This design comes from an exercise in tuning for small area and a short achievable clock period on the open sky130 flow, not from production work.
Where RTL was checked, it was by simulation tests only, not by an equivalence proof against the original.
Power is estimated from default activity; no workload was simulated.

## unified_mem_pipe
module unified_mem_pipe #(
    parameter int ADDR_W   = 6,
    parameter int READ_LAT = 1,
    parameter int CNT_W    = 16
) (
    input  logic              clk,
    input  logic              rst_n,
    input  logic              if_req,
    input  logic [ADDR_W-1:0] if_addr,
    output logic              if_ready,
    output logic              if_valid,
    output logic [31:0]       if_rdata,
    input  logic              d_req,
    input  logic              d_we,
    input  logic [2:0]        d_funct3,
    input  logic [ADDR_W-1:0] d_addr,
    input  logic [31:0]       d_wdata,
    output logic              d_ready,
    output logic              d_valid,
    output logic [31:0]       d_rdata,
    output logic              d_err,
    output logic [CNT_W-1:0]  conflict_cnt
);
    localparam int WA    = ADDR_W - 2;
    localparam int WORDS = 2 ** WA;
    logic [31:0]       mem [WORDS];
    logic              d_acc;
    logic              if_acc;
    logic              d_err_c;
    logic              d_wr;
    logic              ld_ok;
    logic [3:0]        be;
    logic [31:0]       wd;
    logic [31:0]       rd_lo;
    logic [31:0]       rd_hi;
    logic [31:0]       ld_val;
    logic [CNT_W-1:0]  cnt_q;
    logic              d_vld_p0_q;
    logic              d_err_p0_q;
    logic [31:0]       d_rdata_p0_q;
    logic              if_vld_p0_q;
    logic [31:0]       if_rdata_p0_q;
    function automatic logic acc_err(input logic we, input logic [2:0] f3, input logic [1:0] a);
        logic e;
        case (f3)
            3'b000:  e = 1'b0;
            3'b001:  e = a[0];
            3'b010:  e = (a != 2'b00);
            3'b100:  e = we;
            3'b101:  e = we | a[0];
            default: e = 1'b1;
        endcase
        acc_err = e;
    endfunction
    assign d_ready  = rst_n;
    unified_mem_ifrdy u_ifrdy (.rst_n(rst_n), .d_req(d_req), .if_ready(if_ready));
    assign d_acc    = rst_n & d_req;
    assign if_acc   = rst_n & if_req & ~d_req;
    assign d_err_c  = acc_err(d_we, d_funct3, d_addr[1:0]);
    assign d_wr     = d_acc & d_we & ~d_err_c;
    assign ld_ok    = d_acc & ~d_we & ~d_err_c;
    always_comb begin
  ...
Size in the first run: ~1,400 cells after synthesis, roughly 600 flip-flops.
clock: 5.5 ns
lec_check: 0
cap_margin: 20
core_margin: 2
core_utilization: 50
setup_slack_margin: 3.1
slew_margin: 20
synth_hierarchical: 1
tns_end_percent: 0
standard.sh (not shown) runs the stock make flow with config.mk's settings and CLKGATE_MAP_FILE= SYNTH_SCRIPT=/design/flow/synth_recipe.tcl, a recipe that flattens the netlist after the stock synthesis.
==> flow/flow/run.sh <==
#!/bin/bash
# Standard synthesis, then the standard layout with these changes: ports are buffered with
# buf_2 instead of the resizer's default pick; repair may resize a cell to any cell of the
# same function (not only the same footprint); the clock tree uses clkbuf_4/8, sink clusters
# of up to 16 and no dummy loads; and before global routing, eco.tcl reconnects the gates of
# the input-to-output paths (if_ready, d_ready) to the input port buffers, bypassing fanout
# buffers. Each make's full output goes to its own log.
set -euo pipefail
bash standard.sh synth > synth.log 2>&1
bash standard.sh MATCH_CELL_FOOTPRINT=0 \
  "BUFFER_PORTS_ARGS=-buffer_cell sky130_fd_sc_hd__buf_2" \
  "CTS_ARGS=-sink_clustering_enable -repair_clock_nets -dont_use_dummy_load -sink_clustering_size 16 -sink_clustering_max_diameter 60 -buf_list {sky130_fd_sc_hd__clkbuf_4 sky130_fd_sc_hd__clkbuf_8}" \
  "PRE_GLOBAL_ROUTE_TCL=$PWD/flow/eco.tcl" \
  finish > layout.log 2>&1
Other scripts of this flow, unchanged in this note and not shown: flow/flow/eco.tcl
Rerun with:
--- a/flow/design.v
+++ b/flow/design.v
@@ -143,12 +143,13 @@
     logic              if_acc;
     logic              d_err_c;
     logic              d_wr;
     logic              ld_ok;
     logic [3:0]        be;
     logic [31:0]       wd;
+    logic [WORDS-1:0]  rsel;
     logic [31:0]       rd_lo;
     logic [31:0]       rd_hi;
     logic [31:0]       ld_val;
     logic [CNT_W-1:0]  cnt_q;
     logic              d_vld_p0_q;
     logic              d_err_p0_q;
@@ -187,32 +188,22 @@
     assign wd[31:24] = d_funct3[1] ? d_wdata[31:24] :
                        (d_funct3[0] ? d_wdata[15:8] : d_wdata[7:0]);
     always_ff @(posedge clk) begin
         for (int k = 0; k < 4; k++)
             if (d_wr && be[k]) mem[d_addr[ADDR_W-1:2]][8*k +: 8] <= wd[8*k +: 8];
     end
-    logic [WORDS-1:0] rsel_a;
-    logic [WORDS-1:0] rsel_b;
-    unified_mem_rsel #(.WA(WA)) u_rsel_a (
-        .d_req(d_req), .d_wa(d_addr[ADDR_W-1:2]), .f_wa(if_addr[ADDR_W-1:2]), .sel(rsel_a)
-    );
-    unified_mem_rsel #(.WA(WA)) u_rsel_b (
-        .d_req(d_req), .d_wa(d_addr[ADDR_W-1:2]), .f_wa(if_addr[ADDR_W-1:2]), .sel(rsel_b)
+    unified_mem_rsel #(.WA(WA)) u_rsel (
+        .d_req(d_req), .d_wa(d_addr[ADDR_W-1:2]), .f_wa(if_addr[ADDR_W-1:2]), .sel(rsel)
     );
     for (genvar b = 0; b < 32; b++) begin : g_rbit
         logic [WORDS-1:0] col;
         for (genvar w = 0; w < WORDS; w++) begin : g_col
             assign col[w] = mem[w][b];
         end
-        if (b < 16) begin : g_a
-            unified_mem_rbit8 u_lo (.sel(rsel_a[7:0]),  .d(col[7:0]),  .q(rd_lo[b]));
-            unified_mem_rbit8 u_hi (.sel(rsel_a[15:8]), .d(col[15:8]), .q(rd_hi[b]));
-        end else begin : g_b
-            unified_mem_rbit8 u_lo (.sel(rsel_b[7:0]),  .d(col[7:0]),  .q(rd_lo[b]));
-            unified_mem_rbit8 u_hi (.sel(rsel_b[15:8]), .d(col[15:8]), .q(rd_hi[b]));
-        end
+        unified_mem_rbit8 u_lo (.sel(rsel[7:0]),  .d(col[7:0]),  .q(rd_lo[b]));
+        unified_mem_rbit8 u_hi (.sel(rsel[15:8]), .d(col[15:8]), .q(rd_hi[b]));
     end
     logic [3:0] ld_bsel;
     logic [1:0] ld_hsel;
     logic       ld_lw, ld_sxb, ld_sxw;
     logic [3:0] ld_tx;
     logic [WORDS-1:0] sgn_col;
@@ -223,14 +214,14 @@
     );
     for (genvar w = 0; w < WORDS; w++) begin : g_sgn
         unified_mem_sgnw u_sgnw (
             .tx(ld_tx), .d({mem[w][31], mem[w][23], mem[w][15], mem[w][7]}), .s(sgn_col[w])
         );
     end
-    unified_mem_rbit8 u_sgn_lo (.sel(rsel_b[7:0]),  .d(sgn_col[7:0]),  .q(sgn_lo));
-    unified_mem_rbit8 u_sgn_hi (.sel(rsel_b[15:8]), .d(sgn_col[15:8]), .q(sgn_hi));
+    unified_mem_rbit8 u_sgn_lo (.sel(rsel[7:0]),  .d(sgn_col[7:0]),  .q(sgn_lo));
+    unified_mem_rbit8 u_sgn_hi (.sel(rsel[15:8]), .d(sgn_col[15:8]), .q(sgn_hi));
     unified_mem_ldfmt u_ldfmt (
         .bsel(ld_bsel), .hsel(ld_hsel), .lw(ld_lw), .sxb(ld_sxb), .sxw(ld_sxw),
         .sgn_l(sgn_lo), .sgn_h(sgn_hi), .wl(rd_lo), .wh(rd_hi), .r(ld_val)
     );
     always_ff @(posedge clk or negedge rst_n) begin
         if (!rst_n) begin
Non-clock buffer count goes up by 10. Design area goes down by about 0.6%. Core utilization goes up by 0.81 points. First-iteration DRC count goes down by about 5%. Total power goes down by 0.64%. Worst hold slack is better by 120 ps. Final cell count goes down by about 1.3%. Synthesized area goes down by about 1.2%. Clock-buffer cell count does not change.
No functional check of the RTL was part of the first run of this note.

what the ideal ports hide:
The results above use ideal ports. As a check the final layouts listed here were re-extracted and re-timed, cells and wires unchanged. Step 1 assumes that a clkbuf_16 drives the clock port and a buf_2 every other input. Step 2, shift: input delay + t, output delay - t, t = (earliest + latest rising clock arrival at the registers) / 2. This alone moves slack from input paths to output paths. a / b / c = ideal / step 1 / step 2; a / b = the first two.
| run | t, ns | slack for setup (ns) | hold slack, ns | worst register clock-pin slew, ns |
|---|---|---|---|---|
| the first run | 0.691 | 2.860 / 2.794 / 2.103 | 0.403 / 0.445 / 0.512 | 0.10 / 0.10 |
| the second run | 0.687 | 2.954 / 2.865 / 2.231 | 0.522 / 0.522 / 0.522 | 0.10 / 0.10 |
After both steps setup and hold are still met in every run listed. For the first run, which loses most, drivers alone change the setup slack by -0.066 ns; drivers and shift together by -0.757 ns.
